Source: an optimization exercise on an open RTL-to-GDS flow (aim: small area, a short achievable clock period and few clock cycles). Production flows keep margins and buffers that such runs may drop.
Where RTL was checked, it was by simulation tests only, not by an equivalence proof against the original.
No activity file was given, so power comes from the tool's default toggle rates.

build 80:
Design cpu_top, start of the top module:
module cpu_top (
	input  logic                    clk,
	input  logic                    mem_read_ready_stor_reset,
	output cpu_isa_pkg::word_t      prog_addr,
	input  cpu_isa_pkg::word_t      prog_data,
	output logic                    mem_req,
	output logic                    mem_we,
	output cpu_core_pkg::mem_addr_t mem_addr,
	output cpu_isa_pkg::word_t      mem_wdata,
	input  cpu_isa_pkg::word_t      mem_rdata,
	input  logic                    mem_ready,
	output logic                    halted
);
==> module cpu_control, before the edit <==
module cpu_control (
	input  logic                    clk,
	input  logic                    mem_read_ready_stor_reset,
	output cpu_isa_pkg::word_t      prog_addr,
	input  cpu_isa_pkg::word_t      prog_data,
	output cpu_isa_pkg::reg_idx_t   ra_idx,
	input  cpu_isa_pkg::word_t      ra_data,
	output cpu_isa_pkg::reg_idx_t   rb_idx,
	input  cpu_isa_pkg::word_t      rb_data,
	output cpu_isa_pkg::reg_idx_t   wr_idx,
	output cpu_isa_pkg::word_t      wr_data,
	output logic                    wr_en,
	output cpu_isa_pkg::insn_u      alu_insn,
	output cpu_isa_pkg::word_t      alu_a,
	output cpu_isa_pkg::word_t      alu_b,
	input  cpu_isa_pkg::word_t      alu_result,
	input  cpu_isa_pkg::word_t      mul_ls,
	input  cpu_isa_pkg::word_t      mul_lc,
	input  logic [7:0]              mul_hs,
	input  logic [7:0]              mul_hc,
	output cpu_isa_pkg::word_t      mul_ls_q,
	output cpu_isa_pkg::word_t      mul_lc_q,
	output logic [7:0]              mul_hs_q,
	output logic [7:0]              mul_hc_q,
	output logic                    mem_req,
	output logic                    mem_we,
	output cpu_core_pkg::mem_addr_t mem_addr,
	output cpu_isa_pkg::word_t      mem_wdata,
	input  cpu_isa_pkg::word_t      mem_rdata,
	input  logic                    mem_ready,
	output logic                    halted
);
	cpu_isa_pkg::word_t pc_q;
	cpu_isa_pkg::insn_u ir_d;
	cpu_isa_pkg::insn_u ir_x;
	cpu_isa_pkg::word_t opa_q;
	cpu_isa_pkg::word_t opb_q;
	logic req_q;
	logic we_q;
	cpu_core_pkg::mem_addr_t maddr_q;
	cpu_isa_pkg::word_t mwdata_q;
	logic mem_busy;
	logic x_stall;
	logic d_block;
	logic halt_pend_q;
	logic halted_q;
	logic mul_ph_q;
	cpu_isa_pkg::word_t ls_q;
	cpu_isa_pkg::word_t lc_q;
	logic [7:0] hs_q;
	logic [7:0] hc_q;
	logic mul_wait;
	cpu_isa_pkg::opcode_e d_op;
	cpu_isa_pkg::opcode_e x_op;
	logic d_set;
	logic d_mem;
	logic f_halt;
	logic stall;
	logic cond_hit;
	logic x_wr;
	cpu_isa_pkg::word_t fwd_a;
	cpu_isa_pkg::word_t fwd_b;
	assign d_op = ir_d.fields.op;
	assign x_op = ir_x.fields.op;
	assign d_set = (d_op == cpu_isa_pkg::SET);
	assign d_mem = (d_op == cpu_isa_pkg::MEMR) || (d_op == cpu_isa_pkg::MEMW);
	assign f_halt = !d_set &&
		((prog_data[3:0] == cpu_isa_pkg::HALT) || (prog_data[3:0] == cpu_isa_pkg::BUS));
	assign mul_wait = (x_op == cpu_isa_pkg::MUL) && !mul_ph_q;
	assign mem_busy = req_q && !mem_ready;
	assign x_stall = ((x_op == cpu_isa_pkg::MEMR) && !mem_ready) || mul_wait;
	assign d_block = d_mem && mem_busy;
	assign stall = x_stall || d_block;
	assign cond_hit = (x_op == cpu_isa_pkg::MOVNZ) ? (opb_q != '0) : (opb_q == '0);
	always_comb begin
		case (x_op)
			cpu_isa_pkg::HALT, cpu_isa_pkg::BUS, cpu_isa_pkg::MEMW: x_wr = 1'b0;
			cpu_isa_pkg::MOVNZ, cpu_isa_pkg::MOVEZ: x_wr = cond_hit;
			default: x_wr = 1'b1;
		endcase
	end
	assign wr_en = x_wr && !mul_wait;
	assign wr_idx = ir_x.fields.dst;
	assign wr_data = (x_op == cpu_isa_pkg::MEMR) ? mem_rdata : alu_result;
	assign ra_idx = ir_d.fields.src;
	assign rb_idx = ir_d.fields.cond;
	assign fwd_a = (x_wr && ir_x.fields.dst == ir_d.fields.src) ? wr_data : ra_data;
	assign fwd_b = (x_wr && ir_x.fields.dst == ir_d.fields.cond) ? wr_data : rb_data;
	always_ff @(posedge clk) begin
		if (mem_read_ready_stor_reset) begin
			pc_q <= '0;
			ir_d.fields.op <= cpu_isa_pkg::HALT;
			ir_x.fields.op <= cpu_isa_pkg::HALT;
			req_q <= 1'b0;
			halt_pend_q <= 1'b0;
			halted_q <= 1'b0;
			mul_ph_q <= 1'b0;
		end else begin
			mul_ph_q <= (x_op == cpu_isa_pkg::MUL) && !mul_ph_q;
			if (!x_stall && d_block) begin
				ir_x.fields.op <= cpu_isa_pkg::HALT;
			end
			if (!stall && d_mem) begin
				req_q <= 1'b1;
			end else if (mem_ready) begin
				req_q <= 1'b0;
			end
			if (!stall) begin
				ir_x <= ir_d;
				ir_d[15:4] <= prog_data[15:4];
				if (d_set || f_halt || halt_pend_q || halted_q) begin
					ir_d.fields.op <= cpu_isa_pkg::HALT;
				end else begin
					ir_d.fields.op <= cpu_isa_pkg::opcode_e'(prog_data[3:0]);
				end
				if (!f_halt && !halt_pend_q && !halted_q) begin
					pc_q <= pc_q + 16'd1;
				end
				if (f_halt) begin
					halt_pend_q <= 1'b1;
				end
				if (halt_pend_q && !mem_busy) begin
					halted_q <= 1'b1;
				end
			end
		end
	end
	always_ff @(posedge clk) begin
		if (mem_read_ready_stor_reset) begin
			we_q <= 1'b0;
		end else if (!stall && d_mem) begin
			we_q <= (d_op == cpu_isa_pkg::MEMW);
		end
	end
	always_ff @(posedge clk) begin
		if (!stall && d_mem) begin
			maddr_q <= fwd_a[cpu_core_pkg::MEM_ADDR_W-1:0];
			mwdata_q <= fwd_b;
		end
	end
	always_ff @(posedge clk) begin
		opa_q <= d_set ? prog_data : fwd_a;
		opb_q <= fwd_b;
	end
	always_ff @(posedge clk) begin
		ls_q <= mul_ls;
		lc_q <= mul_lc;
		hs_q <= mul_hs;
		hc_q <= mul_hc;
	end
	assign mul_ls_q = ls_q;
	assign mul_lc_q = lc_q;
	assign mul_hs_q = hs_q;
	assign mul_hc_q = hc_q;
	assign alu_insn = ir_x;
	assign alu_a = opa_q;
	assign alu_b = opb_q;
	assign prog_addr = pc_q;
	assign mem_req = req_q;
	assign mem_we = we_q;
	assign mem_addr = maddr_q;
	assign mem_wdata = mwdata_q;
	assign halted = halted_q;
endmodule
==> flow/config.mk <==
export PLATFORM = sky130hd
export DESIGN_NAME = cpu_top
export DESIGN_NICKNAME = cpu_top
export VERILOG_FILES = /design/flow/design.v
export SDC_FILE = /design/flow/constraint.sdc
export NUM_CORES = 4
export LEC_CHECK = 0
export CAP_MARGIN = 20
export CORE_MARGIN = 2
export CORE_UTILIZATION = 40
export SLEW_MARGIN = 20
==> flow/constraint.sdc <==
create_clock -name core_clock -period 10.0 [get_ports {clk}]
set_input_delay 2.0000 -clock core_clock [delete_from_list [all_inputs] [get_ports {clk}]]
set_output_delay 2.0000 -clock core_clock [all_outputs]
set_load 0.01 [all_outputs]
standard.sh (not shown) runs the stock make flow with config.mk's settings and CLKGATE_MAP_FILE= SYNTH_SCRIPT=/design/flow/synth_recipe.tcl, a recipe that flattens the netlist after the stock synthesis.
==> flow/flow/run.sh <==
#!/bin/bash
# Standard ORFS layout, with repair_timing aiming for extra setup slack and
# plain buffers (instead of delay cells) on the ports
set -euo pipefail
bash standard.sh SETUP_SLACK_MARGIN=6.5 "BUFFER_PORTS_ARGS=-buffer_cell sky130_fd_sc_hd__buf_2" finish > standard_flow.log 2>&1
Inputs modified between build 80 and trial 44:
--- a/flow/design.v
+++ b/flow/design.v
@@ -1092,15 +1092,10 @@
 	cpu_isa_pkg::insn_u ir_x;
 	cpu_isa_pkg::word_t opa_q;
 	cpu_isa_pkg::word_t opb_q;
 	logic req_q;
 	logic we_q;
-	cpu_core_pkg::mem_addr_t maddr_q;
-	cpu_isa_pkg::word_t mwdata_q;
-	logic mem_busy;
-	logic x_stall;
-	logic d_block;
 	logic halt_pend_q;
 	logic halted_q;
 	logic mul_ph_q;
 	cpu_isa_pkg::word_t ls_q;
 	cpu_isa_pkg::word_t lc_q;
@@ -1122,14 +1117,11 @@
 	assign d_set = (d_op == cpu_isa_pkg::SET);
 	assign d_mem = (d_op == cpu_isa_pkg::MEMR) || (d_op == cpu_isa_pkg::MEMW);
 	assign f_halt = !d_set &&
 		((prog_data[3:0] == cpu_isa_pkg::HALT) || (prog_data[3:0] == cpu_isa_pkg::BUS));
 	assign mul_wait = (x_op == cpu_isa_pkg::MUL) && !mul_ph_q;
-	assign mem_busy = req_q && !mem_ready;
-	assign x_stall = ((x_op == cpu_isa_pkg::MEMR) && !mem_ready) || mul_wait;
-	assign d_block = d_mem && mem_busy;
-	assign stall = x_stall || d_block;
+	assign stall = (req_q && !mem_ready) || mul_wait;
 	assign cond_hit = (x_op == cpu_isa_pkg::MOVNZ) ? (opb_q != '0) : (opb_q == '0);
 	always_comb begin
 		case (x_op)
 			cpu_isa_pkg::HALT, cpu_isa_pkg::BUS, cpu_isa_pkg::MEMW: x_wr = 1'b0;
 			cpu_isa_pkg::MOVNZ, cpu_isa_pkg::MOVEZ: x_wr = cond_hit;
@@ -1147,25 +1139,20 @@
 		if (mem_read_ready_stor_reset) begin
 			pc_q <= '0;
 			ir_d.fields.op <= cpu_isa_pkg::HALT;
 			ir_x.fields.op <= cpu_isa_pkg::HALT;
 			req_q <= 1'b0;
+			we_q <= 1'b0;
 			halt_pend_q <= 1'b0;
 			halted_q <= 1'b0;
 			mul_ph_q <= 1'b0;
 		end else begin
 			mul_ph_q <= (x_op == cpu_isa_pkg::MUL) && !mul_ph_q;
-			if (!x_stall && d_block) begin
-				ir_x.fields.op <= cpu_isa_pkg::HALT;
-			end
-			if (!stall && d_mem) begin
-				req_q <= 1'b1;
-			end else if (mem_ready) begin
-				req_q <= 1'b0;
-			end
 			if (!stall) begin
 				ir_x <= ir_d;
+				req_q <= d_mem;
+				we_q <= (d_op == cpu_isa_pkg::MEMW);
 				ir_d[15:4] <= prog_data[15:4];
 				if (d_set || f_halt || halt_pend_q || halted_q) begin
 					ir_d.fields.op <= cpu_isa_pkg::HALT;
 				end else begin
 					ir_d.fields.op <= cpu_isa_pkg::opcode_e'(prog_data[3:0]);
@@ -1174,34 +1161,23 @@
 					pc_q <= pc_q + 16'd1;
 				end
 				if (f_halt) begin
 					halt_pend_q <= 1'b1;
 				end
-				if (halt_pend_q && !mem_busy) begin
+				if (halt_pend_q) begin
 					halted_q <= 1'b1;
 				end
 			end
 		end
 	end
 	always_ff @(posedge clk) begin
-		if (mem_read_ready_stor_reset) begin
-			we_q <= 1'b0;
-		end else if (!stall && d_mem) begin
-			we_q <= (d_op == cpu_isa_pkg::MEMW);
-		end
-	end
-	always_ff @(posedge clk) begin
-		if (!stall && d_mem) begin
-			maddr_q <= fwd_a[cpu_core_pkg::MEM_ADDR_W-1:0];
-			mwdata_q <= fwd_b;
+		if (!stall) begin
+			opa_q <= d_set ? prog_data : fwd_a;
+			opb_q <= fwd_b;
 		end
 	end
 	always_ff @(posedge clk) begin
-		opa_q <= d_set ? prog_data : fwd_a;
-		opb_q <= fwd_b;
-	end
-	always_ff @(posedge clk) begin
 		ls_q <= mul_ls;
 		lc_q <= mul_lc;
 		hs_q <= mul_hs;
 		hc_q <= mul_hc;
 	end
@@ -1213,12 +1189,12 @@
 	assign alu_a = opa_q;
 	assign alu_b = opb_q;
 	assign prog_addr = pc_q;
 	assign mem_req = req_q;
 	assign mem_we = we_q;
-	assign mem_addr = maddr_q;
-	assign mem_wdata = mwdata_q;
+	assign mem_addr = opa_q[cpu_core_pkg::MEM_ADDR_W-1:0];
+	assign mem_wdata = opb_q;
 	assign halted = halted_q;
 endmodule
 `default_nettype wire
 `timescale 1ns/10ps
 `default_nettype none
## What came out
- Total power: trial 44 below build 80
- Register-to-register slack on trial 44 is up relative to build 80.
- Against build 80 as the reference, trial 44 delivers a higher initial antenna violation count.
- Share of synthesized area spent on multiplexers: trial 44 vs build 80 down 0.30 points
- Comparing trial 44 and build 80, clock tree buffer count of the final layout is higher on build 80.
- Build 80 → trial 44: total routed wire length on the met1 layer went up, post-route worst setup slack increased by 89 ps relative to the old numbers.
- In trial 44, the share of total power in the clock network came out 0.6 points below the value in build 80.
- Number of non-clock inverters ended up 5 lower on trial 44 than on build 80.
- Trial 44 ended up with a lower sequential portion of the cell area than build 80 did.
- In trial 44, the reported clock group power came out about 9% below the value in build 80.
Testbench counts of trial 44, summed over its fixed seeds: cycles 12,249.
Only the layout flow was run in build 80; the RTL was not checked for function there.

-- static timing again, ports no longer ideal --
The flow's constraints put no driver on any port. The routed layouts listed below were extracted and timed again, unchanged, in two steps. Step 1 sets driving cells, clkbuf_16 on the clock port and buf_2 on the other inputs (assumed; they add their load-dependent delay and slew). Step 2 times the ports against the registers' clock, not the clock port: input delays grow and output delays shrink by t, the midpoint of the rising clock arrivals with the driver on. a / b / c = ideal / step 1 / step 2; a / b = the first two.
run	t, ns	slack for setup (ns)	worst setup path at the end	slew at the worst register clock pin (ns)
build 80	0.666	6.292 / 6.292 / 5.850	input to register	0.07 / 0.07
trial 44	0.623	6.381 / 6.381 / 5.832	input to register	0.07 / 0.07
After both steps setup and hold are still met in every run listed. For trial 44, which loses most, drivers alone change the setup slack by 0.000 ns; drivers and shift together by -0.549 ns.
